From an optimization exercise on the open Yosys and OpenROAD flow, aimed at small area and few clock cycles per item; shortcuts taken in it are not production practice.
Where RTL was checked, it was by simulation tests only, not by an equivalence proof against the original.
The RTL of run 1 was laid out without a check of its function.

## flow/design.v (module list and top-level ports; edited modules follow where they fit)
// module hysl_add: 85 lines
// module hysl_front: 1344 lines
// module hysl_back: 1019 lines
// module heading_yaw_slew_limiter: 91 lines
module heading_yaw_slew_limiter (
    input  logic                               clk,
    input  logic                               rst_n,
    input  logic                               cfg_we,
    input  logic [hysl_pkg::CFG_IDX_W-1:0]     cfg_index,
    input  logic [hysl_pkg::CFG_DATA_W-1:0]    cfg_data,
    input  logic                               point_valid,
    output logic                               point_ready,
    input  logic signed [31:0]                 point_pos_x,
    input  logic signed [31:0]                 point_pos_y,
    input  logic signed [15:0]                 point_vel_x,
    input  logic signed [15:0]                 point_vel_y,
    output logic                               cmd_valid,
    input  logic                               cmd_ready,
    output logic signed [31:0]                 cmd_x,
    output logic signed [31:0]                 cmd_y,
    output logic        [30:0]                 cmd_z,
    output logic signed [15:0]                 cmd_yaw,
    output logic signed [15:0]                 cmd_yaw_rate
);
  // ...
==> flow/flow/run.sh <==
#!/bin/bash
# Own layout flow: the standard synthesis and layout, unchanged except
# that the port buffers (every input and output port still gets one, as the
# standard flow does) use the buffer cell named in port_buffer. The layout's
# output goes to a log file in this folder.
set -euo pipefail
WORK=$(pwd)
export BUFFER_PORTS_ARGS="-buffer_cell $(cat $WORK/flow/port_buffer)"
bash standard.sh > $WORK/flow_layout.log 2>&1
==> flow/flow/port_buffer <==
sky130_fd_sc_hd__buf_1
==> flow/standard.sh <==
#!/bin/bash
# synth_recipe.tcl (not shown) runs the flow's synth.tcl, then flattens the netlist and writes it again
# the make line also repeats each setting of config.mk as NAME=value (left out here)
make -C /OpenROAD-flow-scripts/flow DESIGN_CONFIG=/design/flow/config.mk WORK_HOME=/design/flow/orfs CLKGATE_MAP_FILE= SYNTH_SCRIPT=/design/flow/synth_recipe.tcl "${@:-finish}"
==> flow/config.mk <==
export PLATFORM = sky130hd
export DESIGN_NAME = heading_yaw_slew_limiter
export DESIGN_NICKNAME = heading_yaw_slew_limiter
export VERILOG_FILES = /design/flow/design.v
export SDC_FILE = /design/flow/constraint.sdc
export NUM_CORES = 4
export LEC_CHECK = 0
export ABC_AREA = 1
export CAP_MARGIN = 10
export CORE_MARGIN = 2
export CORE_UTILIZATION = 55
export SLEW_MARGIN = 10
==> flow/constraint.sdc <==
create_clock -name core_clock -period 14.0 [get_ports {clk}]
set_input_delay 2.8000 -clock core_clock [delete_from_list [all_inputs] [get_ports {clk}]]
set_output_delay 2.8000 -clock core_clock [all_outputs]
set_load 0.01 [all_outputs]
==> run notes, run 1 <==
multi-input combinational area share=0.589; most common cell in the netlist=inv_1; initial antenna violation count=2; routability cong.=0.910; CP top delay family=adder cells; CP arrival=10540 ps; met1 wire length=65600 um; core outline area=0.109 mm^2; Clock Sinks=583; Post-Synth XOR/XNOR Area=0.106; full die area=0.113 mm^2; R2R Setup Slk=1240 ps; multi-input logic area=0.0386 mm^2; met3 usage=0.0384; syn_area_per_cell=9.28 um^2; Max Cap Viol=0; WP depth=36; setup ws final=660 ps; area fraction in and, or, nand and nor cells after synthesis=0.124; Worst Setup EP=cmd_yaw_rate[12]; P&R area growth vs syn=8.16%; Initial Utilization=0.555; I/O Buffers=264; n_taps=1414; top post-synthesis cells by area=edfxtp_1 (21%), fa_1 (20%), ha_1 (13%); Ant. Diodes=0; CTS tree=yes; Hold Path Class=flop to flop; status=finished clean
==> module hysl_add, before the edit <==
module hysl_add #(
    parameter int W = 8,
    parameter int KIND = 0
) (
    input  logic [W-1:0] a,
    input  logic [W-1:0] b,
    input  logic         ci,
    output logic [W-1:0] y
);
    function automatic integer levels(input integer n);
        integer r;
        r = 0;
        while ((1 << r) < n)
            r = r + 1;
        levels = r;
    endfunction
    localparam int L = levels(W + 1);
    logic [W:0] g [0:L];
    logic [W:0] p [0:L];
    assign g[0][0]   = ci;
    assign p[0][0]   = 1'b0;
    assign g[0][W:1] = a & b;
    assign p[0][W:1] = a ^ b;
    if (KIND == 0)
    begin : g_sk
        for (genvar l = 0; l < L; l++)
        begin : g_lvl
            for (genvar i = 0; i <= W; i++)
            begin : g_bit
                if ((i >> l) % 2 == 1)
                begin : g_op
                    localparam int J = ((i >> l) << l) - 1;
                    assign g[l+1][i] = g[l][i] | (p[l][i] & g[l][J]);
                    assign p[l+1][i] = p[l][i] & p[l][J];
                end
                else
                begin : g_pass
                    assign g[l+1][i] = g[l][i];
                    assign p[l+1][i] = p[l][i];
                end
            end
        end
        assign y = p[0][W:1] ^ g[L][W-1:0];
    end
    else
    begin : g_bk
        logic [W:0] gu [0:L];
        logic [W:0] pu [0:L];
        logic [W:0] gd [0:L];
        assign gu[0] = g[0];
        assign pu[0] = p[0];
        for (genvar l = 0; l < L; l++)
        begin : g_up
            for (genvar i = 0; i <= W; i++)
            begin : g_bit
                if ((i % (1 << (l + 1))) == (1 << (l + 1)) - 1)
                begin : g_op
                    assign gu[l+1][i] = gu[l][i] | (pu[l][i] & gu[l][i - (1 << l)]);
                    assign pu[l+1][i] = pu[l][i] & pu[l][i - (1 << l)];
                end
                else
                begin : g_pass
                    assign gu[l+1][i] = gu[l][i];
                    assign pu[l+1][i] = pu[l][i];
                end
            end
        end
        assign gd[L] = gu[L];
        for (genvar l = L - 1; l >= 0; l--)
        begin : g_down
            for (genvar i = 0; i <= W; i++)
            begin : g_bit
                if (l > 0 && (i % (1 << l)) == (1 << (l - 1)) - 1 && i >= (1 << l))
                begin : g_op
                    assign gd[l][i] = gu[l-1][i] | (pu[l-1][i] & gd[l+1][i - (1 << (l - 1))]);
                end
                else
                begin : g_pass
                    assign gd[l][i] = gd[l+1][i];
                end
            end
        end
        assign y = p[0][W:1] ^ gd[0][W-1:0];
    end
endmodule
==> inputs of run 2 (changes only) <==
--- a/flow/design.v
+++ b/flow/design.v
@@ -8,17 +8,17 @@
         CFG_YAW_RATE_MAX = 3'd2,
         CFG_INV_TICK     = 3'd3,
         CFG_SPEED_SQ_MIN = 3'd4
     } cfg_idx_t;
 endpackage
 `timescale 1ns / 1ps
 module hysl_add #(
     parameter int W = 8,
-    parameter int KIND = 0
+    parameter int KIND = 1
 ) (
     input  logic [W-1:0] a,
     input  logic [W-1:0] b,
     input  logic         ci,
     output logic [W-1:0] y
 );
     function automatic integer levels(input integer n);
         integer r;
@@ -1481,17 +1481,17 @@
     logic        [31:0] acc_a;
     logic        [31:0] acc_b;
     logic        [31:0] acc;
     logic        [15:0] avg_mul;
     logic        [15:0] yaw_next;
     logic        [15:0] rate_next;
     assign inv = inv_tick;
     assign a   = in_slow ? held_yaw_reg : in_aim;
-    hysl_add #(17) u_d (.a({a[15], a}), .b(~{held_yaw_reg[15], held_yaw_reg}), .ci(1'b1), .y(d));
+    hysl_add #(17, 0) u_d (.a({a[15], a}), .b(~{held_yaw_reg[15], held_yaw_reg}), .ci(1'b1), .y(d));
     assign dm  = d[15:0];
     assign gt_pi  = $signed(d) > 17'sd25736;
     assign lt_npi = $signed(d) < -17'sd25736;
     assign kw     = gt_pi ? -17'sd51472 : (lt_npi ? 17'sd51472 : 17'sd0);
     hysl_add #(17) u_e (.a(d), .b(kw), .ci(1'b0), .y(e));
     assign neg    = gt_pi || (d[16] && !lt_npi);
     hysl_add #(18) u_t (.a({3'd0, yaw_step_max}), .b({e[16], e} ^ {18{!neg}}), .ci(!neg), .y(t));
     assign stepped = t[17];
@@ -2425,17 +2425,17 @@
     assign mt_459 = mt_401 ^ mt_344 ^ mt_400;
     assign mt_460 = (mt_401 & mt_344) | (mt_401 & mt_400) | (mt_344 & mt_400);
     assign mt_461 = mt_403 ^ mt_402;
     assign mt_462 = mt_403 & mt_402;
     assign mt_463 = mt_405 ^ mt_404;
     assign mt_464 = mt_405 & mt_404;
     assign acc_a = {mt_406, mt_463, mt_461, mt_459, mt_457, mt_455, mt_453, mt_451, mt_449, mt_447, mt_445, mt_443, mt_441, mt_439, mt_437, mt_435, mt_433, mt_431, mt_429, mt_427, mt_425, mt_423, mt_421, mt_419, mt_417, mt_415, mt_413, mt_411, mt_409, mt_407, (dm[0] & inv[1]), (dm[0] & inv[0])};
     assign acc_b = {mt_464, mt_462, mt_460, mt_458, mt_456, mt_454, mt_452, mt_450, mt_448, mt_446, mt_444, mt_442, mt_440, mt_438, mt_436, mt_434, mt_432, mt_430, mt_428, mt_426, mt_424, mt_422, mt_420, mt_418, mt_416, mt_414, mt_412, mt_410, mt_408, 1'b0, (dm[1] & inv[0]), 1'b0};
-    hysl_add #(32) u_acc (.a(acc_a), .b(acc_b), .ci(1'b0), .y(acc));
+    hysl_add #(32, 0) u_acc (.a(acc_a), .b(acc_b), .ci(1'b0), .y(acc));
     always_comb
     begin
         if (acc[31:26] == 6'b000000 || acc[31:26] == 6'b111111)
             avg_mul = acc[26:11];
         else if (acc[31])
             avg_mul = 16'h8000;
         else
             avg_mul = 16'h7FFF;
==> run 2 against run 1 <==
Compared with the run above:
- register-to-register slack is essentially flat
- routed wire length shrank 2.1%
- global-route usage shrank 0.59 points
- first-iteration DRC count shrank 4.4%
- critical path type unchanged
- non-clock buffer count shrank 10
- critical path depth grew 4
- still clean
==> run notes, run 2 <==
status=finished clean (unchanged); H-tree depth=3 (unchanged); Post-Syn Instances=6455 (was 6521); P&R area growth vs syn=7.91% (was 8.16%); RSZ-0062 raised after global routing=no (unchanged); FMAX=0.0758 GHz (was 0.0750 GHz); met1 wire length=63800 um (was 65600 um); CTS tree=yes (unchanged); Clock Sinks=583 (unchanged); drt total wl=142000 um (was 145000 um); Synth cell types=75 (was 80); CTS Hold Buffers Added=0 (unchanged); Synth Register Bits=583 (unchanged); initial antenna violation count=0 (was 2); layout cells sized above 1=0.0484 (was 0.0474); Max Cap Viol=0 (unchanged); DR WL/cell=17.3 um (was 17.6 um); setup violators final=0 (unchanged); number of remaining DRC errors=0 (unchanged); Final nets=8114 (was 8161); first-pass GRT wire length=229000 um (was 233000 um); CP Max Fanout=15 (was 12); Avg Vias per Cell=5.18 (was 5.23); Post-synth EDFFs=423 (unchanged); endpoint type of the worst setup path=output pin (unchanged); commonest non-fill, non-tap cell in the layout=inv_1 (unchanged); hpwl dp=115000 um (was 117000 um); DRT Pass-1 Iters=6 (unchanged); Final period util=0.943 (was 0.953); FF/Latch Area=0.0167 mm^2 (unchanged); FFs w/ async S/R, synth=0.249 (unchanged); slowest cell on the critical path=fa_1 (was inv_1); highest metal used=met4 (was met5); DR iter-0 viols=2415 (was 2527); critical path class=flop to output pin (unchanged); gr usage total=0.256 (was 0.262); Slew Viols, Final=0 (unchanged); top post-synthesis cells by area=edfxtp_1 (21%), fa_1 (21%), ha_1 (14%) (was edfxtp_1 (21%), fa_1 (20%), ha_1 (13%)); Worst-Margin Slew=1090 ps (was 1080 ps); latest clock arrival within the worst-skew pair=650 ps (was 660 ps); list of most frequent post-synthesis cells=inv_1 (1210), nand2_1 (946), ha_1 (662) (was inv_1 (1225), nand2_1 (940), ha_1 (653)); clk buf depth=3 (unchanged); Clk Tree Root Cell=clkbuf_16 (unchanged); startpoint types=flop (unchanged); Detail Route Antenna Nets=0 (unchanged); clk slew on worst S/H paths=60 ps (about the same); most common cell in the netlist=inv_1 (unchanged); total I/O pin count=265 (unchanged); crit path time final=13200 ps (was 13340 ps); leading area contributor after synthesis=edfxtp_1 (unchanged); Worst EP required=11200 ps (about the same); Rows=121 (unchanged); top-area cell type share of the netlist area=0.209 (was 0.210); Fill cells=9760 (was 9658); routability cong.=0.916 (was 0.910); vias=42.6k (was 43.1k); commonest non-fill, non-tap cells in the layout=inv_1 (1207), nand2_1 (943), ha_1 (662), fa_1 (626), nor2_1 (442) (was inv_1 (1223), nand2_1 (936), ha_1 (653), fa_1 (600), nor2_1 (532)); Initial Utilization=0.556 (was 0.555); Worst slew margin=0.273 (was 0.277); Final Skew=25.3 ps (was 42.4 ps); CP arrival=10400 ps (was 10540 ps); DR WL met2=68100 um (was 67900 um); I/O Buffers=264 (unchanged); multi-input logic area=0.0388 mm^2 (was 0.0386 mm^2); CTS buffer count=66 (was 67); full die area=0.113 mm^2 (about the same); Hold Path Class=flop to flop (unchanged); final hold vios=0 (unchanged); die extent in x=336 um (about the same); largest net degree at the start of global routing=85 (unchanged); met3 wire len=6960 um (was 7570 um); vias in the first global route=43.2k (was 43.4k); top_reg_cell synth=edfxtp_1 (unchanged); Die Height=336 um (about the same); post-synthesis cell area=0.0608 mm^2 (was 0.0605 mm^2); crit-path most repeated cell=inv_1 (was nand2_1); core outline area=0.109 mm^2 (about the same); TNS Setup=0 ps (unchanged); Seq/Total Area, Yosys=0.274 (was 0.275); largest stage delay on the critical path=560 ps (was 630 ps); syn_area_per_cell=9.42 um^2 (was 9.28 um^2); Ys Warns=111 (was 96); Final Core Density=0.600 (was 0.601); Congestion Overflow GR=0 (unchanged)
run 2: cell types whose count changed after synthesis, sizes merged, moves of 17 or more:
cell / delta
inv: -17
nor2: -97
nand2: +22
o21ai: -20
a31oi: +17
xor2: -23
fa: +24
run 2: cells by family after synthesis:
family                   after synthesis  synth area share
AND/OR/NAND/NOR                     1766             0.123
buffers and inverters               1398            0.0879
adder cells (fa/ha/maj)             1289             0.343
XOR/XNOR                             718             0.103
AO/OA/AOI/OAI                        698            0.0689
flip-flops                           583             0.274
other                                  2          0.000124
multiplexers                           1          0.000165
run 2: worst paths after layout:
path                                            to  cells after the start          startpoint  slack (ps)
max                               cmd_yaw_rate[14]                     40       u_front.sl_rz         800
min                              u_front.px_rz[18]                      0  u_front.px_r11[18]         410
max reg2reg                     u_front.cx_r11[24]                     65    u_front.u_r7[19]        1250
min reg2reg                      u_front.px_rz[18]                      0  u_front.px_r11[18]         410
max in group asynchronous  u_back.held_yaw_reg[10]                      3               rst_n        9870
min in group asynchronous     hover_height_reg[28]                      1               rst_n        2180
run 2: worst max-delay path: cells and delay by family (launching register included):
| kind | cells | cell delay, ps |
|---|---|---|
| fa+ha+maj | 9 | 4100 |
| compound gates | 7 | 1810 |
| simple gates | 13 | 1790 |
| buf+inv | 11 | 1600 |
| flops | 1 | 420 |
run 2: area by class of cell:
class,instances,area share
Antenna cell,1,0.0000381
Clock buffer,85,0.0272
Clock inverter,35,0.00580
Inverter,1243,0.0714
Multi-Input combinational cell,4474,0.592
Sequential cell,583,0.254
Tap cell,1476,0.0282
Timing Repair Buffer,321,0.0217
run 2: what timing repair did:
item	in CTS	in global routing
resized for setup	0	9
setup buffers	0	2
endpoints found under the hold margin	0	0
endpoints found under the setup margin	0	7
run 2: stage by stage:
step | instances | cell area, um^2 | hold WS (ps) | setup WS (ps)
2_1_floorplan | 6455 | 60800 | 400 | 2090
3_3_place_gp | 8095 | 63400 | 400 | 1190
3_5_place_dp | 8095 | 63400 | 405 | 1020
4_1_cts | 8215 | 65600 | 411 | 314
5_1_grt | 8217 | 65600 | 421 | 48.8
6_report | 8218 | 65600 | 409 | 803
run 2: metal layers:
metal,up-vias,global-route usage
met5,-,0
met4,0,0.0574
met3,194,0.0372
met2,930,0.433
met1,20600,0.350
li1,20900,-
Testbench counts of run 2, summed over its fixed seeds: cycles 12,032, items 12,000.
==> inputs of run 3 (changes only) <==
--- a/flow/config.mk
+++ b/flow/config.mk
@@ -9,4 +9,5 @@
 export CAP_MARGIN = 10
 export CORE_MARGIN = 2
 export CORE_UTILIZATION = 55
+export CTS_BUF_LIST = sky130_fd_sc_hd__clkbuf_8
 export SLEW_MARGIN = 10
==> run 3 against run 2 <==
Compared with the run above:
- synthesized cell count stayed put
- critical path depth is 1 higher
- first-iteration DRC count is 3.6% lower
- critical path type unchanged
- still clean
- clock skew is 11 ps higher
- core utilization hardly changed
- cell count is 0.86% higher
- maximum frequency is 0.14% higher
==> run notes, run 3 <==
Die Height=336 um (unchanged); top_reg_cell synth=edfxtp_1 (unchanged); drt total wl=142000 um (about the same); Top Usage Layer GRT=met2 (unchanged); Seq/Total Area, Yosys=0.274 (unchanged); crit path time final=13180 ps (was 13200 ps); largest stage delay on the critical path=1010 ps (was 560 ps); full die area=0.113 mm^2 (unchanged); FFs w/ async S/R, synth=0.249 (unchanged); CTS buffer count=100 (was 66); Clock Sinks=583 (unchanged); routability cong.=0.916 (unchanged); Final Skew=36.2 ps (was 25.3 ps); endpoint type of the worst setup path=output pin (unchanged); Post-synth EDFFs=423 (unchanged); I/O Buffers=264 (unchanged); largest net degree at the start of global routing=85 (unchanged); Synth Register Bits=583 (unchanged); Final period util=0.941 (was 0.943); Detail Route Antenna Nets=0 (unchanged); Avg Vias per Cell=5.15 (was 5.18); Clk Tree Root Cell=clkbuf_8 (was clkbuf_16); Max Cap Viol=0 (unchanged); Placed Area=0.0634 mm^2 (unchanged); final hold vios=0 (unchanged); status=finished clean (unchanged); syn_area_per_cell=9.42 um^2 (unchanged); CTS Hold Buffers Added=0 (unchanged); clk buf depth=3 (unchanged); Placed Cells=8095 (unchanged); vias in the first global route=43.3k (was 43.2k); Final Cell Area=0.0656 mm^2 (about the same); hpwl dp=115000 um (unchanged); commonest non-fill, non-tap cells in the layout=inv_1 (1238), nand2_1 (942), ha_1 (662), fa_1 (626), nor2_1 (442) (was inv_1 (1207), nand2_1 (943), ha_1 (662), fa_1 (626), nor2_1 (442)); core outline area=0.109 mm^2 (unchanged); gr usage total=0.256 (about the same); DR WL/cell=17.1 um (was 17.3 um); multi-input logic area=0.0388 mm^2 (about the same); met3 usage=0.0399 (was 0.0372); FMAX=0.0759 GHz (was 0.0758 GHz); Rows=121 (unchanged); total I/O pin count=265 (unchanged); CP arrival=10380 ps (was 10400 ps); TNS Setup=0 ps (unchanged); met1 Use GR=0.350 (about the same); Congestion Overflow GR=0 (unchanged); first-pass GRT wire length=229000 um (about the same); layout cells sized above 1=0.0542 (was 0.0484); list of most frequent post-synthesis cells=inv_1 (1210), nand2_1 (946), ha_1 (662) (unchanged); Hold Path Class=flop to flop (unchanged); commonest non-fill, non-tap cell in the layout=inv_1 (unchanged); initial antenna violation count=2 (was 0); final cell count without fillers=8289 (was 8218); Synth cell types=75 (unchanged); vias=42.7k (was 42.6k); DRT Pass-1 Iters=6 (unchanged); post-synthesis cell area=0.0608 mm^2 (unchanged); critical path class=flop to output pin (unchanged); H-tree depth=3 (unchanged); most common cell in the netlist=inv_1 (unchanged); die extent in x=336 um (unchanged); setup violators final=0 (unchanged); Initial Utilization=0.556 (unchanged); CP Max Fanout=13 (was 15); Worst-Margin Slew=1050 ps (was 1090 ps); Setup WS pre-CTS=1020 ps (unchanged); Ys Warns=111 (unchanged); setup ws final=822 ps (was 803 ps); Worst slew margin=0.298 (was 0.273); Final Core Density=0.601 (was 0.600); leading area contributor after synthesis=edfxtp_1 (unchanged); slowest cell on the critical path=fa_1 (unchanged); Worst EP required=11200 ps (about the same); CTS tree=yes (unchanged); Slew Viols, Final=0 (unchanged); number of remaining DRC errors=0 (unchanged); Post-Syn Instances=6455 (unchanged); M2 GR Usage=0.432 (was 0.433); DR iter-0 viols=2328 (was 2415); top post-synthesis cells by area=edfxtp_1 (21%), fa_1 (21%), ha_1 (14%) (unchanged); Fill cells=9837 (was 9760); clk slew on worst S/H paths=60 ps (about the same); P&R area growth vs syn=7.98% (was 7.91%); startpoint types=flop (unchanged); Final nets=8148 (was 8114); FF/Latch Area=0.0167 mm^2 (unchanged); top-area cell type share of the netlist area=0.209 (unchanged); latest clock arrival within the worst-skew pair=810 ps (was 650 ps)
==> run 3: critical path: cells and delay by family (launching register included) <==
| kind | cells | cell delay (ps) |
|---|---|---|
| compound gates | 8 | 1870 |
| fa+ha+maj | 9 | 4590 |
| flops | 1 | 420 |
| simple gates | 15 | 1590 |
| buf+inv | 9 | 1100 |
==> run 3: layer usage <==
layer / wire length [um] / part of all wire
met5: 0 / 0
met4: 2920 / 0.021
met3: 7520 / 0.053
met2: 67900 / 0.48
met1: 63600 / 0.45
==> run 3: cells by family after synthesis <==
| group | synth area share |
|---|---|
| adders and majority gates | 0.343 |
| buffers and inverters | 0.0879 |
| muxes | 0.000165 |
| xor gates and xnor gates | 0.103 |
| other | 0.000124 |
| and+or+nand+nor | 0.123 |
| AOI/OAI and AO/OA | 0.0689 |
| DFF | 0.274 |
==> run 3: final cells by class <==
type	count	share of cell area
clock inverter	84	0.0113
multi-input combinational	4474	0.591
antenna	2	0.0000762
inverter	1243	0.0713
clock buffer	106	0.0222
tap	1476	0.0281
timing repair buffer	321	0.0217
sequential	583	0.254
==> run 3: worst paths after layout <==
| check | startpoint | end | slack (ps) | cells past startpoint |
|---|---|---|---|---|
| min in group asynchronous | rst_n | hover_height_reg[20] | 2030 | 1 |
| min | u_front.sl_r3 | u_front.sl_r7 | 400 | 0 |
| max | u_front.sl_rz | cmd_yaw_rate[14] | 820 | 41 |
| max in group asynchronous | rst_n | u_back.held_yaw_reg[14] | 10030 | 3 |
| max reg2reg | u_front.u_r7[19] | u_front.cx_r11[24] | 1280 | 65 |
| min reg2reg | u_front.sl_r3 | u_front.sl_r7 | 400 | 0 |
==> run 3: metrics by stage <==
stage	hold slack (ps)
3_3_place_gp	400
2_1_floorplan	400
4_1_cts	391
3_5_place_dp	405
6_report	397
5_1_grt	411
==> run 3: repair_timing <==
item,4_1_cts,5_1_grt
setup endpoints to repair,0,22
setup buffers,0,2
gates resized for setup,0,10
hold endpoints to repair,0,0
==> inputs of run 4 (changes only) <==
==> flow/flow/run.sh (replaced) <==
#!/bin/bash
# Own layout flow: the standard synthesis; then invpush.py cancels
# inverters around the full-adder cells of that netlist (a full adder is
# self-dual, so a cell can take its inputs and give its outputs in the other
# polarity), and a gate whose only load is an inverter becomes its complement
# gate; registers stay as synthesized. Then the standard flow's
# standard layout from that netlist, with every port buffered as the standard
# flow does, by the buffer cell named in port_buffer. Each step's output goes
# to a log file of its own in this folder.
set -euo pipefail
WORK=$(pwd)
FLOW_DIR=$WORK/flow
RES=$WORK/orfs/results/$FLOW_PLATFORM/heading_yaw_slew_limiter/base
LIB=$FLOW_HOME/platforms/$FLOW_PLATFORM/lib/sky130_fd_sc_hd__tt_025C_1v80.lib

bash standard.sh synth > $WORK/flow_1_synth.log 2>&1
cp $RES/1_2_yosys.v $WORK/standard_netlist.v
python3 $FLOW_DIR/invpush.py $WORK/standard_netlist.v $WORK/invpush_netlist.v $LIB > $WORK/flow_2_invpush.log 2>&1
cp $WORK/invpush_netlist.v $RES/1_2_yosys.v
touch $RES/1_2_yosys.v

export BUFFER_PORTS_ARGS="-buffer_cell $(cat $FLOW_DIR/port_buffer)"
bash standard.sh > $WORK/flow_3_layout.log 2>&1
==> flow/flow/invpush.py (new file) <==
#!/usr/bin/env python3
"""Cancels inverters around the full adders of a mapped sky130 netlist.

A full adder is self-dual: fa(~a, ~b, ~c) = (~sum, ~cout). For each fa cell
the pass weighs flipping it (taking its inputs from the other polarity and
giving its outputs the other polarity) and flips it when that removes more
inverters than it adds. Registers and every other cell are left as they are.
usage: invpush.py in.v out.v [liberty]
With the liberty, a gate whose only load is an inverter becomes its
complement gate when that is smaller."""
import re, sys, collections

src, dst = sys.argv[1], sys.argv[2]
txt = open(src).read()
mod = re.search(r'^module\s+(\w+)\s*\((.*?)\);', txt, re.S | re.M)
ports = set(p.strip() for p in mod.group(2).split(','))
inst_re = re.compile(r'^(\s*)(sky130_fd_sc_hd__\w+)\s+(\S+)\s*\((.*?)\);\n', re.S | re.M)
conn_re = re.compile(r'\.(\w+)\(\s*([^()]*?)\s*\)')
OUTS = {'X', 'Y', 'Q', 'Q_N', 'SUM', 'COUT', 'HI', 'LO'}

cells = {}      # name -> [type, {pin: net}]
order = []
first = None
for m in inst_re.finditer(txt):
    if first is None:
        first = m.start()
    cells[m.group(3)] = [m.group(2), dict(conn_re.findall(m.group(4)))]
    order.append(m.group(3))
last = max(m.end() for m in inst_re.finditer(txt))
head, tail = txt[:first], txt[last:]

def base(net):
    n = net.strip()
    if n.startswith('\\'):
        n = n.split()[0][1:]
    return re.sub(r'\[\d+\]$', '', n)

def is_port(net):
    return base(net) in ports or base(net).lstrip('\\') in ports

def is_inv(t):
    return re.match(r'sky130_fd_sc_hd__(inv|clkinv)_\d+$', t) is not None

driver = {}
loads = collections.defaultdict(set)   # net -> {(cell, pin)}
def index():
    driver.clear(); loads.clear()
    for n, (t, c) in cells.items():
        for p, net in c.items():
            if p in OUTS:
                driver[net] = n
            else:
                loads[net].add((n, p))
index()

newnet_id = [0]
def newnet():
    newnet_id[0] += 1
    return f'_invpush_{newnet_id[0]}_'
added_nets = []
inv_id = [0]

def inv_of(net):
    """an existing inverter whose input is net, if any"""
    for (c, p) in loads.get(net, ()):
        if is_inv(cells[c][0]) and p == 'A':
            return c
    return None

def flip_gain(f):
    t, c = cells[f]
    gain = 0
    for p in ('A', 'B', 'CIN'):
        n = c[p]
        d = driver.get(n)
        if d and is_inv(cells[d][0]):
            if len(loads[n]) == 1:
                gain += 1                      # the input inverter goes
        elif inv_of(n) is None:
            gain -= 1                          # an inverter must be added
    for p in ('SUM', 'COUT'):
        o = c[p]
        if is_port(o):
            return -99
        invl = [x for x in loads[o] if is_inv(cells[x[0]][0]) and not is_port(cells[x[0]][1]['Y'])]
        gain += len(invl)
        if len(loads[o]) > len(invl):
            gain -= 1
    return gain

def add_inv(a, y):
    inv_id[0] += 1
    name = f'_invpush_inv_{inv_id[0]}_'
    cells[name] = ['sky130_fd_sc_hd__inv_1', {'A': a, 'Y': y}]
    order.append(name)
    driver[y] = name
    loads[a].add((name, 'A'))
    return name

def replace_net(old, new):
    for (c, p) in list(loads[old]):
        cells[c][1][p] = new
        loads[new].add((c, p))
    loads[old] = set()

def delete(c):
    t, conns = cells.pop(c)
    for p, n in conns.items():
        if p in OUTS:
            driver.pop(n, None)
        else:
            loads[n].discard((c, p))
    order.remove(c)

def flip(f):
    t, c = cells[f]
    for p in ('A', 'B', 'CIN'):
        n = c[p]
        d = driver.get(n)
        loads[n].discard((f, p))
        if d and is_inv(cells[d][0]):
            src_net = cells[d][1]['A']
            c[p] = src_net
            loads[src_net].add((f, p))
            if not loads[n]:
                delete(d)
        else:
            i = inv_of(n)
            if i is None:
                y = newnet(); added_nets.append(y)
                add_inv(n, y)
            else:
                y = cells[i][1]['Y']
            c[p] = y
            loads[y].add((f, p))
    for p in ('SUM', 'COUT'):
        o = c[p]
        o2 = newnet(); added_nets.append(o2)
        c[p] = o2
        driver[o2] = f
        driver.pop(o, None)
        for (x, xp) in list(loads[o]):
            if is_inv(cells[x][0]) and not is_port(cells[x][1]['Y']):
                y = cells[x][1]['Y']
                delete(x)
                replace_net(y, o2)
        if loads[o]:
            add_inv(o2, o)

AREA = {}
lib = sys.argv[3] if len(sys.argv) > 3 else None
if lib:
    ltxt = open(lib).read()
    for m in re.finditer(r'cell\s*\(\s*"?(sky130_fd_sc_hd__\w+)"?\s*\)\s*\{.*?area\s*:\s*([0-9.]+)', ltxt, re.S):
        AREA[m.group(1)] = float(m.group(2))
PAIRS = {}
for a, b in [('xor2', 'xnor2'), ('xor3', 'xnor3'), ('and2', 'nand2'), ('or2', 'nor2'),
             ('and3', 'nand3'), ('or3', 'nor3'), ('and4', 'nand4'), ('or4', 'nor4'),
             ('a21o', 'a21oi'), ('o21a', 'o21ai'), ('a22o', 'a22oi'), ('o22a', 'o22ai'),
             ('a211o', 'a211oi'), ('o211a', 'o211ai'), ('a31o', 'a31oi'), ('o31a', 'o31ai'),
             ('a32o', 'a32oi'), ('o32a', 'o32ai'), ('a2bb2o', 'a2bb2oi'), ('o2bb2a', 'o2bb2ai'),
             ('a221o', 'a221oi'), ('o221a', 'o221ai'), ('a311o', 'a311oi'), ('o311a', 'o311ai'),
             ('a2111o', 'a2111oi'), ('o2111a', 'o2111ai'), ('mux2', 'mux2i'), ('a41o', 'a41oi'),
             ('o41a', 'o41ai'), ('a21bo', 'a21boi'), ('o21ba', 'o21bai')]:
    PAIRS[a] = (b, 'X', 'Y')
    PAIRS[b] = (a, 'Y', 'X')

def merge_pass():
    """a gate whose only load is an inverter becomes its complement gate"""
    n_merged = 0
    for g in list(order):
        if g not in cells:
            continue
        t, c = cells[g]
        m = re.match(r'sky130_fd_sc_hd__(\w+?)_(\d+)$', t)
        if not m or m.group(1) not in PAIRS:
            continue
        comp, outp, newp = PAIRS[m.group(1)]
        if outp not in c:
            continue
        o = c[outp]
        if is_port(o) or len(loads[o]) != 1:
            continue
        (x, xp), = loads[o]
        if not is_inv(cells[x][0]) or is_port(cells[x][1]['Y']):
            continue
        nt = f'sky130_fd_sc_hd__{comp}_1'
        if nt not in AREA:
            continue
        if AREA[nt] > AREA.get(t, 0) + AREA.get(cells[x][0], 0) - 0.01:
            continue
        y = cells[x][1]['Y']
        delete(x)
        del c[outp]
        c[newp] = y
        cells[g][0] = nt
        driver[y] = g
        n_merged += 1
    return n_merged

before = sum(1 for n in cells if is_inv(cells[n][0]))
changed = True
rounds = 0
while changed and rounds < 20:
    changed = False
    rounds += 1
    for f in [n for n in order if re.match(r'sky130_fd_sc_hd__fa_\d+$', cells[n][0])]:
        if f in cells and flip_gain(f) > 0:
            flip(f)
            changed = True
merged = merge_pass() if AREA else 0
after = sum(1 for n in cells if is_inv(cells[n][0]))

out = [head]
decl = ''.join(f'  wire {n};\n' for n in added_nets)
out[0] = head + decl
for n in order:
    t, c = cells[n]
    body = ',\n'.join(f'    .{p}({net}' + (' )' if net.startswith('\\') else ')') for p, net in c.items())
    out.append(f'  {t} {n} (\n{body}\n  );\n')
out.append(tail)
open(dst, 'w').write(''.join(out))
print(f'inverters {before} -> {after} in {rounds} rounds, {merged} gates merged with their inverter')
--- a/flow/config.mk
+++ b/flow/config.mk
@@ -9,5 +9,4 @@
 export CAP_MARGIN = 10
 export CORE_MARGIN = 2
 export CORE_UTILIZATION = 55
-export CTS_BUF_LIST = sky130_fd_sc_hd__clkbuf_8
 export SLEW_MARGIN = 10
==> run 4 against run 3 <==
Compared with the run above:
- die area fell by 2.2%
- routed wire length shrank 1.1%
- synthesized area fell by 2.2%
- register-to-register slack improved by 390 ps
- non-clock buffer count rose by 10
- cell area decreased by 2.2%
- critical path depth is 3 lower
- core utilization is 0.17 points lower
- still clean
- largest cell class unchanged
- maximum frequency decreased by 0.40%
- sequential share of layout area grew 0.57 points
- global-route usage increased by 0.11 points
==> run notes, run 4 <==
final hold vios=0 (unchanged); P&R area growth vs syn=7.99% (was 7.98%); largest net degree at the start of global routing=90 (was 85); Final period util=0.945 (was 0.941); routability cong.=0.913 (was 0.916); Detail Route Antenna Nets=0 (unchanged); DRT Pass-1 Iters=6 (unchanged); hold path start=u_front.py_r7[12] (was u_front.sl_r3); syn_area_per_cell=9.89 um^2 (was 9.42 um^2); core outline area=0.107 mm^2 (was 0.109 mm^2); FMAX=0.0756 GHz (was 0.0759 GHz); Ant. Diodes=0 (was 2); Worst-Margin Slew=1220 ps (was 1050 ps); CP arrival=10430 ps (was 10380 ps); Clk Tree Root Cell=clkbuf_16 (was clkbuf_8); Hold Path Class=flop to flop (unchanged); largest stage delay on the critical path=920 ps (was 1010 ps); CP Max Fanout=15 (was 13); setup ws final=770 ps (was 822 ps); Worst EP required=11200 ps (about the same); crit-path most repeated cell=fa_1; Max Cap Viol=0 (unchanged); drt total wl=140000 um (was 142000 um); crit path time final=13230 ps (was 13180 ps); Worst slew margin=0.185 (was 0.298); startpoint types=flop (unchanged); full die area=0.111 mm^2 (was 0.113 mm^2); endpoint type of the worst setup path=output pin (unchanged); Final nets=7681 (was 8148); TNS Setup=0 ps (unchanged); vias in the first global route=42.0k (was 43.3k); Setup crit start=u_front.sl_rz (unchanged); Die Height=333 um (was 336 um); commonest non-fill, non-tap cells in the layout=nand2_1 (858), inv_1 (765), ha_1 (662), fa_1 (625), xor2_1 (434) (was inv_1 (1238), nand2_1 (942), ha_1 (662), fa_1 (626), nor2_1 (442)); post-synthesis cell area=0.0594 mm^2 (was 0.0608 mm^2); vias=41.1k (was 42.7k); initial antenna violation count=1 (was 2); Rows=120 (was 121); latest clock arrival within the worst-skew pair=640 ps (was 810 ps); clk buf depth=3 (unchanged); Avg Vias per Cell=5.33 (was 5.15); commonest non-fill, non-tap cell in the layout=nand2_1 (was inv_1); CTS buffer count=66 (was 100); Ys Warns=111 (unchanged); Congestion Overflow GR=0 (unchanged); die extent in x=333 um (was 336 um); H-tree depth=3 (unchanged); worst flop-to-flop path startpoint=u_front.u_r7[19] (unchanged); CTS tree=yes (unchanged); DR iter-0 viols=2344 (was 2328); multi-input logic area=0.0392 mm^2 (was 0.0388 mm^2); hpwl dp=113000 um (was 115000 um); total I/O pin count=265 (unchanged); Hold WS=406 ps (was 397 ps); final cell count without fillers=7710 (was 8289); Clock Sinks=583 (unchanged); clk slew on worst S/H paths=60 ps (about the same); status=finished clean (unchanged); first-pass GRT wire length=226000 um (was 229000 um); Final Skew=30.4 ps (was 36.2 ps); Setup WS pre-CTS=855 ps (was 1020 ps); setup violators final=0 (unchanged); DR WL/cell=18.2 um (was 17.1 um); Initial Utilization=0.555 (was 0.556); gr usage total=0.257 (was 0.256); FF/Latch Area=0.0167 mm^2 (unchanged); slowest cell on the critical path=fa_1 (unchanged); layout cells sized above 1=0.0539 (was 0.0542); RSZ-0062 raised after global routing=no; number of remaining DRC errors=0 (unchanged); critical path class=flop to output pin (unchanged); Slew Viols, Final=0 (unchanged); Fill cells=9438 (was 9837); Final Core Density=0.599 (was 0.601); Placed Cells=7589 (was 8095); Post-Syn Instances=6011 (was 6455); I/O Buffers=264 (unchanged)
run 4: path summary, 6_finish.rpt:
| kind | endpoint | slack [ps] | depth (start not counted) |
|---|---|---|---|
| setup / recovery | cmd_yaw_rate[8] | 770 | 38 |
| hold / removal | u_front.py_r11[12] | 410 | 0 |
| setup reg to reg | u_front.cx_r11[24] | 1670 | 62 |
| hold reg to reg | u_front.py_r11[12] | 410 | 0 |
| max in group asynchronous | u_back.held_yaw_reg[8] | 9860 | 3 |
| min in group asynchronous | hover_height_reg[29] | 2140 | 1 |
run 4: area by class of cell:
class / instances / share of cell area
multi-input combinational: 4474 / 0.610
sequential: 583 / 0.260
inverter: 799 / 0.0469
clock buffer: 87 / 0.0286
tap: 1403 / 0.0273
timing repair buffer: 331 / 0.0233
clock inverter: 32 / 0.00427
timing repair inverter: 1 / 0.000117
run 4: worst max-delay path, delay by kind of cell, from the launching register on:
family,cells,cell delay [ps]
compound gates,8,1860
xor+xnor,1,180
fa+ha+maj,9,4470
buf+inv,8,1330
flops,1,500
simple gates,12,1460
run 4: what timing repair did:
item / CTS / global route
hold endpoints to repair: 0 / 0
endpoints found under the setup margin: 0 / 21
gates resized for setup: 0 / 10
hold buffers: 0 / 0
setup buffers: 0 / 1
run 4: routing by layer:
| layer | track usage | vias to the layer above | share of wire |
|---|---|---|---|
| met5 | 0 | - | 0 |
| met4 | 0.0648 | 0 | 0.026 |
| met3 | 0.0377 | 211 | 0.051 |
| met2 | 0.427 | 958 | 0.47 |
| met1 | 0.356 | 19900 | 0.45 |
| li1 | - | 20000 | - |
run 4: per-stage QoR:
step	cell area, um^2
after floorplan	59400
final	64200
after global placement	62100
after detailed placement	62100
after CTS	64200
after global routing	64200
==> inputs of run 5 (changes only) <==
==> flow/flow/run.sh (replaced) <==
#!/bin/bash
# Own layout flow: the standard synthesis, then three netlist passes on the
# logic between the registers (registers stay exactly as synthesized: same
# instances, names and cell types), then the standard layout:
#  1. invpush.py: a full adder is self-dual, so a full-adder cell may take its
#     inputs and give its outputs in the other polarity when that cancels
#     inverters; a gate whose only load is an inverter becomes its complement.
#  2. ABC (the standard flow's area script) re-maps the remaining logic, with
#     the full/half-adder cells and the registers kept as they are.
#  3. invpush.py again.
# Every port is buffered as the standard flow does, with the buffer cell named
# in port_buffer. Each step's output goes to a log file of its own here.
set -euo pipefail
WORK=$(pwd)
FLOW_DIR=$WORK/flow
RES=$WORK/orfs/results/$FLOW_PLATFORM/heading_yaw_slew_limiter/base
LIB=$FLOW_HOME/platforms/$FLOW_PLATFORM/lib/sky130_fd_sc_hd__tt_025C_1v80.lib
YOSYS=$FLOW_HOME/../tools/install/yosys/bin/yosys
[[ -x $YOSYS ]] || YOSYS=$(command -v yosys)

bash standard.sh synth > $WORK/flow_1_synth.log 2>&1
cp $RES/1_2_yosys.v $WORK/standard_netlist.v

python3 $FLOW_DIR/invpush.py $WORK/standard_netlist.v $WORK/pass1_netlist.v $LIB > $WORK/flow_2_invpush.log 2>&1

KEEP=$(grep -oE 'cell *\("?sky130_fd_sc_hd__[a-z0-9_]*' $LIB | sed 's/cell *("*//' \
      | grep -E '__(fa_|ha_|df|dl|edf|sdf|sed|sdl|lpflow|einv|ebuf|conb|tap|fill|decap|diode|probe|clkdly|dlygate)' \
      | sort -u | tr '\n' ' ')
DONT=$(grep -oE 'cell *\("?sky130_fd_sc_hd__[a-z0-9_]*' $LIB | sed 's/cell *("*//' \
      | grep -E '__(lpflow|probe)' | sort -u | sed 's/^/-dont_use /' | tr '\n' ' ')
$YOSYS -l $WORK/flow_3_abc.log -p "
read_liberty -ignore_miss_func $LIB;
blackbox $KEEP;
read_verilog $WORK/pass1_netlist.v;
hierarchy -top $FLOW_TOP;
flatten;
opt_clean;
abc -liberty $LIB $DONT -script $FLOW_HOME/scripts/abc_area.script;
splitnets;
opt_clean -purge;
hilomap -singleton -hicell sky130_fd_sc_hd__conb_1 HI -locell sky130_fd_sc_hd__conb_1 LO;
insbuf -buf sky130_fd_sc_hd__buf_4 A X;
write_verilog -noexpr -noattr -nohex -nodec $WORK/pass2_netlist.v;
tee -o $WORK/pass2_stat.txt stat -liberty $LIB
" > /dev/null

python3 $FLOW_DIR/invpush.py $WORK/pass2_netlist.v $WORK/pass3_netlist.v $LIB > $WORK/flow_4_invpush.log 2>&1
cp $WORK/pass3_netlist.v $RES/1_2_yosys.v
touch $RES/1_2_yosys.v

export BUFFER_PORTS_ARGS="-buffer_cell $(cat $FLOW_DIR/port_buffer)"
bash standard.sh > $WORK/flow_5_layout.log 2>&1
==> run 5 against run 4 <==
Compared with the run above:
- the run now fails in global routing (5_1_grt)
- synthesized area down 1.1%
- synthesized cell count shrank 1.5%
==> run notes, run 5 <==
Placed Area=0.0638 mm^2 (was 0.0621 mm^2); hpwl dp=121000 um (was 113000 um); Die Height=331 um (was 333 um); Ys Warns=111 (unchanged); largest net degree at the start of global routing=152; total I/O pin count=265 (unchanged); Setup WS pre-CTS=-421 ps (was 855 ps); failing step=global routing (5_1_grt); H-tree depth=3 (unchanged); syn_area_per_cell=9.93 um^2 (was 9.89 um^2); routability cong.=0.925 (was 0.913); status=aborted with a tool error (was finished clean); Clk Tree Root Cell=clkbuf_16 (unchanged); post-synthesis cell area=0.0588 mm^2 (was 0.0594 mm^2); die extent in x=331 um (was 333 um); Rows=119 (was 120); Initial Utilization=0.556 (was 0.555); clk buf depth=3 (unchanged); CTS buffer count=68 (was 66); I/O Buffers=264 (unchanged); tool error=[ERROR RSZ-0074] Failed to build tree from global routes for pin '_11891_/COUT' and net '_invpush_10_' at grid (141450, 196650): found route to 1 pins, expected 2; Post-Syn Instances=5919 (was 6011)
## run 5: per-stage QoR
stage,utilization,TNS (ps),instances
2_1_floorplan,-,-2600,5919
3_3_place_gp,0.604,-2540,7808
3_5_place_dp,0.604,-5200,7808
4_1_cts,0.639,-5160,8065
## run 5: worst max-delay path by stage
stage / slack [ps] / end / depth (start not counted) / from
3_5_place_dp: -420 / cmd_yaw_rate[3] / 55 / point_vel_y[14]
2_1_floorplan: -230 / cmd_yaw_rate[12] / 66 / u_front.u_r7[19]
4_1_cts: -360 / cmd_yaw_rate[0] / 66 / u_front.u_r7[19]
3_3_place_gp: -250 / cmd_yaw_rate[3] / 55 / point_vel_y[14]
## run 5: what timing repair did
| action | 4_1_cts |
|---|---|
| pin swaps | 69 |
| buffers inserted | 132 |
| endpoints found under the setup margin | 18 |
| gates resized for setup | 112 |
| hold buffers | 0 |
==> inputs of run 6 (changes only) <==
--- a/flow/flow/invpush.py
+++ b/flow/flow/invpush.py
@@ -53,10 +53,15 @@
                 loads[net].add((n, p))
 index()
 
+# a name prefix that no net or cell of the netlist uses yet
+run = 0
+while f'_invpush{run}_' in txt:
+    run += 1
+PFX = f'_invpush{run}_'
 newnet_id = [0]
 def newnet():
     newnet_id[0] += 1
-    return f'_invpush_{newnet_id[0]}_'
+    return f'{PFX}{newnet_id[0]}_'
 added_nets = []
 inv_id = [0]
 
@@ -90,7 +95,7 @@
 
 def add_inv(a, y):
     inv_id[0] += 1
-    name = f'_invpush_inv_{inv_id[0]}_'
+    name = f'{PFX}inv_{inv_id[0]}_'
     cells[name] = ['sky130_fd_sc_hd__inv_1', {'A': a, 'Y': y}]
     order.append(name)
     driver[y] = name
==> run 6 against run 5 <==
Compared with the run above:
- the run now finishes clean
- synthesized cell count grew 0.10%
- synthesized area grew 0.20%
==> run notes, run 6 <==
FF-to-FF path depth=66; first-pass GRT wire length=224000 um; Worst slew margin=0.211; number of remaining DRC errors=0; Worst EP required=11200 ps; initial antenna violation count=3; Ant. Diodes=0; FMAX=0.0764 GHz; DR iter-0 viols=2490; CTS tree=yes; RSZ-0062 raised after global routing=no; Hold WS=414 ps; DRT Pass-1 Iters=6; Max Cap Viol=0; Hold Path Class=flop to flop; startpoint types=flop; clk slew on worst S/H paths=60 ps; critical path class=flop to output pin; crit-path most repeated cell=nand2_1; Rows=120 (was 119); DR WL/cell=18.2 um; Ys Warns=111 (unchanged); post-synthesis cell area=0.0589 mm^2 (was 0.0588 mm^2); CP Max Fanout=13; Detail Route Antenna Nets=0; Setup WS pre-CTS=959 ps (was -421 ps); setup violators final=0; commonest non-fill, non-tap cell in the layout=nand2_1; Fill cells=9392; vias=41.1k; Hold Path Depth=0; Clk Tree Root Cell=clkbuf_16 (unchanged); I/O Buffers=264 (unchanged); TNS Setup=0 ps; Initial Utilization=0.553 (was 0.556); largest stage delay on the critical path=530 ps; layout cells sized above 1=0.0462; Avg Vias per Cell=5.37; clk buf depth=3 (unchanged); CTS buffer count=68 (unchanged); drt total wl=139000 um; routability cong.=0.917 (was 0.925); Worst-Margin Slew=1180 ps; vias in the first global route=42.2k; commonest non-fill, non-tap cells in the layout=nand2_1 (887), inv_1 (720), ha_1 (662), fa_1 (625), xor2_1 (430); crit path time final=13100 ps; Final Cell Area=0.0639 mm^2; gr usage total=0.258; total I/O pin count=265 (unchanged); die extent in x=331 um (about the same); slowest cell on the critical path=fa_1; latest clock arrival within the worst-skew pair=670 ps; Final nets=7622; CP arrival=10300 ps; Final period util=0.935; final hold vios=0; Clock Sinks=583; Placed Area=0.0616 mm^2 (was 0.0638 mm^2); largest net degree at the start of global routing=84; H-tree depth=3 (unchanged); setup ws final=904 ps; hpwl dp=112000 um (was 121000 um); Die Height=331 um (about the same); Post-Syn Instances=5925 (was 5919); endpoint type of the worst setup path=output pin; status=finished clean (was aborted with a tool error); syn_area_per_cell=9.94 um^2 (was 9.93 um^2); P&R area growth vs syn=8.41%; full die area=0.110 mm^2; Slew Viols, Final=0; Congestion Overflow GR=0; core outline area=0.107 mm^2; Final Skew=31.9 ps
==> run 6: area by class of cell <==
class | count | area (um^2) | share of cell area
Inverter | 745 | 2800 | 0.0439
Clock buffer | 81 | 1770 | 0.0277
Tap cell | 1403 | 1760 | 0.0275
Sequential cell | 583 | 16700 | 0.261
Clock inverter | 41 | 503 | 0.00787
Timing Repair Buffer | 337 | 1540 | 0.0242
Multi-Input combinational cell | 4462 | 38800 | 0.608
==> run 6: final timing paths <==
path	from	end	slack (ps)
max in group asynchronous	rst_n	u_back.held_yaw_reg[1]	9820
hold / removal	u_front.px_r11[31]	u_front.px_rz[31]	410
setup reg to reg	u_front.u_r7[19]	u_front.cx_r11[24]	1440
hold reg to reg	u_front.px_r11[31]	u_front.px_rz[31]	410
setup / recovery	u_front.sl_rz	cmd_yaw_rate[1]	900
min in group asynchronous	rst_n	hover_height_reg[22]	2110
==> run 6: worst max-delay path: cells and delay by family, from the launching register on <==
kind	cells	cell delay, ps
buffers and inverters	8	1410
AO/OA/AOI/OAI	9	1450
adder cells (fa/ha/maj)	8	3680
AND/OR/NAND/NOR	20	2280
XOR/XNOR	2	310
flip-flops	1	490
==> run 6: what timing repair did <==
item / CTS / global route
buffers inserted: 0 / 4
setup endpoints to repair: 0 / 22
hold buffers: 0 / 0
gates resized for setup: 0 / 5
==> run 6: through the flow <==
step                       util  cells
after floorplan               -   5925
after global placement    0.577   7526
after detailed placement  0.577   7526
after CTS                 0.599   7648
after global routing      0.599   7652
final                     0.599   7652
==> run 6: layer usage <==
layer,wire length [um],share of wire,global-route usage
met2,64700,0.46,0.422
met5,12,0.000086,0
met1,62100,0.45,0.352
met4,4760,0.034,0.0840
met3,7700,0.055,0.0436
==> inputs of run 7 (changes only) <==
==> flow/flow/run.sh (replaced) <==
#!/bin/bash
# Own layout flow: the standard synthesis, then three netlist passes on the
# logic between the registers (registers stay exactly as synthesized: same
# instances, names and cell types), then the standard layout:
#  1. invpush.py: a full adder is self-dual, so a full-adder cell may take its
#     inputs and give its outputs in the other polarity when that cancels
#     inverters; a gate whose only load is an inverter becomes its complement.
#  2. ABC (the standard flow's area script) re-maps all the logic except the
#     registers and the full adders of the carry-save trees that feed only the
#     slow flag or the rate (keepcsa.py marks them); the CORDIC adders come out
#     of it faster than as half/full-adder cells.
#  3. invpush.py again.
# Every port is buffered as the standard flow does, with the buffer cell named
# in port_buffer. Each step's output goes to a log file of its own here.
set -euo pipefail
WORK=$(pwd)
FLOW_DIR=$WORK/flow
RES=$WORK/orfs/results/$FLOW_PLATFORM/heading_yaw_slew_limiter/base
LIB=$FLOW_HOME/platforms/$FLOW_PLATFORM/lib/sky130_fd_sc_hd__tt_025C_1v80.lib
YOSYS=$FLOW_HOME/../tools/install/yosys/bin/yosys
[[ -x $YOSYS ]] || YOSYS=$(command -v yosys)

bash standard.sh synth > $WORK/flow_1_synth.log 2>&1
cp $RES/1_2_yosys.v $WORK/standard_netlist.v

python3 $FLOW_DIR/invpush.py $WORK/standard_netlist.v $WORK/pass1_netlist.v $LIB > $WORK/flow_2_invpush.log 2>&1
python3 $FLOW_DIR/keepcsa.py $WORK/pass1_netlist.v $WORK/pass1_marked.v $WORK/keep_stub.v > $WORK/flow_3_keepcsa.log 2>&1

SEQ=$(grep -oE 'cell *\("?sky130_fd_sc_hd__[a-z0-9_]*' $LIB | sed 's/cell *("*//' \
      | grep -E '__(df|dl|edf|sdf|sed|sdl|lpflow|einv|ebuf|conb|tap|fill|decap|diode|probe|clkdly|dlygate)' \
      | sort -u | tr '\n' ' ')
DONT=$(grep -oE 'cell *\("?sky130_fd_sc_hd__[a-z0-9_]*' $LIB | sed 's/cell *("*//' \
      | grep -E '__(lpflow|probe)' | sort -u | sed 's/^/-dont_use /' | tr '\n' ' ')
$YOSYS -l $WORK/flow_4_abc.log -p "
read_liberty -ignore_miss_func $LIB;
blackbox $SEQ;
read_verilog -lib $WORK/keep_stub.v;
read_verilog $WORK/pass1_marked.v;
hierarchy -top $FLOW_TOP;
flatten;
opt_clean;
abc -liberty $LIB $DONT -script $FLOW_HOME/scripts/abc_area.script;
splitnets;
opt_clean -purge;
hilomap -singleton -hicell sky130_fd_sc_hd__conb_1 HI -locell sky130_fd_sc_hd__conb_1 LO;
insbuf -buf sky130_fd_sc_hd__buf_4 A X;
write_verilog -noexpr -noattr -nohex -nodec $WORK/pass2_marked.v;
tee -o $WORK/pass2_stat.txt stat -liberty $LIB
" > /dev/null
sed 's/hyslkeep_//' $WORK/pass2_marked.v > $WORK/pass2_netlist.v

python3 $FLOW_DIR/invpush.py $WORK/pass2_netlist.v $WORK/pass3_netlist.v $LIB > $WORK/flow_5_invpush.log 2>&1
cp $WORK/pass3_netlist.v $RES/1_2_yosys.v
touch $RES/1_2_yosys.v

export BUFFER_PORTS_ARGS="-buffer_cell $(cat $FLOW_DIR/port_buffer)"
bash standard.sh > $WORK/flow_6_layout.log 2>&1
==> flow/flow/keepcsa.py (new file) <==
#!/usr/bin/env python3
"""Marks the full-adder cells of the carry-save trees that feed only the slow
flag or the rate (the squares and the rate product), so that a re-mapping of
the logic keeps them: their type gets the prefix hyslkeep_ (removed after).
usage: keepcsa.py in.v out.v stub.v"""
import re, sys, collections
src, dst, stub = sys.argv[1:4]
txt = open(src).read()
inst_re = re.compile(r'^(\s*)(sky130_fd_sc_hd__\w+)\s+(\S+)\s*\((.*?)\);', re.S | re.M)
conn_re = re.compile(r'\.(\w+)\(\s*([^()]*?)\s*\)')
OUTS = {'X', 'Y', 'Q', 'Q_N', 'SUM', 'COUT', 'HI', 'LO'}
SEQ = re.compile(r'sky130_fd_sc_hd__(df|edf|sdf|dl)')
cells = []
loads = collections.defaultdict(list)
for m in inst_re.finditer(txt):
    c = dict(conn_re.findall(m.group(4)))
    cells.append((m, c))
    for p, n in c.items():
        if p not in OUTS:
            loads[n].append(len(cells) - 1)
def klass(name):
    if 'sl_r' in name:
        return 1
    if 'held_rate' in name:
        return 2
    return 4
memo = {}
def reach(net, depth=0):
    if net in memo:
        return memo[net]
    memo[net] = 0
    r = 0
    if re.match(r'\\?cmd_yaw_rate', net.strip()):
        r |= 2
    elif re.match(r'\\?(cmd_|point_ready)', net.strip()):
        r |= 4
    for ci in loads.get(net, ()):
        m, c = cells[ci]
        if SEQ.match(m.group(2)):
            r |= klass(m.group(3))
        else:
            for p, n in c.items():
                if p in OUTS:
                    r |= reach(n, depth + 1)
    memo[net] = r
    return r
sys.setrecursionlimit(100000)
kept = []
types = set()
nfa = 0
for m, c in cells:
    if re.match(r'sky130_fd_sc_hd__fa_\d+$', m.group(2)):
        nfa += 1
        r = reach(c['SUM']) | reach(c['COUT'])
        if r and not (r & 4):
            kept.append(m.start(2))
            types.add(m.group(2))
out, last = [], 0
for pos in sorted(kept):
    out.append(txt[last:pos]); out.append('hyslkeep_'); last = pos
out.append(txt[last:])
open(dst, 'w').write(''.join(out))
with open(stub, 'w') as f:
    for t in sorted(types):
        f.write(f"module hyslkeep_{t}(A, B, CIN, COUT, SUM);\n  input A, B, CIN;\n  output COUT, SUM;\nendmodule\n")
print(f"kept {len(kept)} of {nfa} full adders")
==> run 7 against run 6 <==
Compared with the run above:
- still clean
- critical endpoint is now cmd_yaw_rate[0]
- first-iteration DRC count rose by 34%
- largest cell class unchanged
==> run notes, run 7 <==
Final period util=0.943 (was 0.935); CTS Hold Buffers Added=0 (unchanged); routability cong.=0.964 (was 0.917); final hold vios=0 (unchanged); TNS Setup=0 ps (unchanged); DR WL/cell=16.1 um (was 18.2 um); clk buf depth=3 (unchanged); total I/O pin count=265 (unchanged); Hold Path Class=flop to flop (unchanged); worst flop-to-flop path startpoint=u_front.sl_rz (was u_front.u_r7[19]); Final Skew=30.2 ps (was 31.9 ps); Final Core Density=0.595 (was 0.599); Slew Viols, Final=0 (unchanged); crit-path most repeated cell=nand2_1 (unchanged); post-synthesis cell area=0.0611 mm^2 (was 0.0589 mm^2); Congestion Overflow GR=0 (unchanged); worst path bufs/invs=14 (was 8); DR iter-0 viols=3349 (was 2490); Setup crit start=u_front.sl_rz (unchanged); FMAX=0.0758 GHz (was 0.0764 GHz); vias in the first global route=49.5k (was 42.2k); Post-Syn Instances=8198 (was 5925); status=finished clean (unchanged); endpoint type of the worst setup path=output pin (unchanged); Worst slew margin=0.285 (was 0.211); latest clock arrival within the worst-skew pair=660 ps (was 670 ps); critical path class=flop to output pin (unchanged); H-tree depth=3 (unchanged); number of remaining DRC errors=0 (unchanged); Die Height=337 um (was 331 um); Worst-Margin Slew=1070 ps (was 1180 ps); core outline area=0.111 mm^2 (was 0.107 mm^2); vias=52.3k (was 41.1k); largest net degree at the start of global routing=82 (was 84); drt total wl=161000 um (was 139000 um); Worst EP required=11200 ps (about the same); Clk Tree Root Cell=clkbuf_16 (unchanged); Ys Warns=111 (unchanged); final cell count without fillers=9960 (was 7652); full die area=0.114 mm^2 (was 0.110 mm^2); R2R Setup Slk=4130 ps (was 1440 ps); Placed Cells=9831 (was 7526); Critical R2R Capture=u_back.held_rate_reg[6] (was u_front.cx_r11[24]); clk slew on worst S/H paths=60 ps (about the same); Fill cells=10.4k (was 9392); Initial Utilization=0.553 (about the same); Setup WS pre-CTS=1150 ps (was 959 ps); Final nets=8967 (was 7622); Clock Sinks=583 (unchanged); syn_area_per_cell=7.46 um^2 (was 9.94 um^2); P&R area growth vs syn=7.58% (was 8.41%); die extent in x=337 um (was 331 um); DRT Pass-1 Iters=6 (unchanged); Worst Hold End=u_front.d07_r11 (was u_front.px_rz[31]); startpoint types=flop (unchanged); Ant. Diodes=0 (unchanged); CTS tree=yes (unchanged); crit path time final=13200 ps (was 13100 ps); Hold Path Depth=0 (unchanged); gr usage total=0.283 (was 0.258); setup violators final=0 (unchanged); FF-to-FF path depth=57 (was 66); CP Max Fanout=11 (was 13); hpwl dp=129000 um (was 112000 um); RSZ-0062 raised after global routing=no (unchanged); CTS buffer count=68 (unchanged); commonest non-fill, non-tap cell in the layout=nand2_1 (unchanged); hold path start=u_front.d07_r7 (was u_front.px_r11[31]); CP top delay family=adder cells (unchanged); Avg Vias per Cell=5.25 (was 5.37); Rows=122 (was 120); slowest cell on the critical path=fa_1 (unchanged); layout cells sized above 1=0.0849 (was 0.0462); largest stage delay on the critical path=580 ps (was 530 ps); commonest non-fill, non-tap cells in the layout=nand2_1 (2333), inv_1 (981), nor2_1 (934), nand3_1 (546), xor2_1 (469) (was nand2_1 (887), inv_1 (720), ha_1 (662), fa_1 (625), xor2_1 (430)); first-pass GRT wire length=258000 um (was 224000 um); CP arrival=10400 ps (was 10300 ps); setup ws final=804 ps (was 904 ps); Detail Route Antenna Nets=0 (unchanged); Max Cap Viol=0 (unchanged); initial antenna violation count=0 (was 3); I/O Buffers=264 (unchanged)
## run 7: final cells by class
type	count	area [um^2]	area share
Sequential cell	583	16700	0.253
Multi-Input combinational cell	6411	39500	0.600
Tap cell	1488	1860	0.0283
Timing Repair Buffer	316	1400	0.0212
Inverter	1037	3950	0.0600
Clock inverter	40	533	0.00810
Clock buffer	85	1880	0.0286
## run 7: worst reg2reg max path: cells and delay by family (launching register included)
kind	cells	cell delay, ps
xor gates and xnor gates	1	170
adders and majority gates	7	3360
DFF	1	540
buffers and inverters	11	1300
and+or+nand+nor	24	2330
AOI/OAI and AO/OA	14	2040
## run 7: how the worst max path moves through the flow
stage / cells past startpoint / end / slack (ps)
CTS: 52 / cmd_yaw_rate[7] / 430
detailed placement: 52 / cmd_yaw_rate[7] / 1150
finish: 59 / cmd_yaw_rate[0] / 800
global route: 62 / cmd_yaw_rate[9] / 20
global placement: 52 / cmd_yaw_rate[13] / 1310
floorplan: 49 / cmd_yaw_rate[10] / 2070
## run 7: repair_timing
item	4_1_cts	5_1_grt
resized for setup	0	8
endpoints found under the setup margin	0	16
setup buffers	0	4
## run 7: through the flow
| step | hold slack [ps] | cell area, um^2 |
|---|---|---|
| after floorplan | 400 | 61200 |
| after global placement | 400 | 63300 |
| after detailed placement | 405 | 63300 |
| after CTS | 405 | 65700 |
| after global routing | 410 | 65800 |
| final | 410 | 65800 |
## run 7: metal layers
| metal | track usage | wire, um | vias to the layer above |
|---|---|---|---|
| li1 | - | - | 26300 |
| met1 | 0.389 | 72700 | 24500 |
| met2 | 0.466 | 74300 | 1302 |
| met3 | 0.0449 | 9520 | 255 |
| met4 | 0.0742 | 4360 | 0 |
| met5 | 0 | 0 | - |

-- what the ideal ports hide --
The results above use ideal ports. As a check the final layouts listed here were re-extracted and re-timed, cells and wires unchanged.
Step 1 assumes that a clkbuf_16 drives the clock port and a buf_2 every other input.
Step 2 also shifts input and output timing later by t, the mid clock arrival at the registers, as if the neighbouring blocks saw the same clock.
a / b / c = ideal / step 1 / step 2; a / b = the first two.
run	t, ns	slack for setup (ns)	worst setup path after step 2	worst data-port slew with drivers (ns)
run 1	0.714	0.660 / 0.586 / 0.693	input to register	0.05
run 2	0.713	0.803 / 0.730 / 1.143	input to register	0.05
run 3	0.859	0.822 / 0.753 / 1.150	input to register	0.05
run 4	0.699	0.770 / 0.698 / 0.832	input to register	0.11
run 6	0.724	0.904 / 0.835 / 0.876	input to register	0.05
run 7	0.714	0.804 / 0.735 / 1.449	register to output	0.05
After both steps every run listed still meets setup and hold. The setup slack of run 6, which loses most, moves by -0.069 ns with the drivers and by -0.028 ns with both steps.
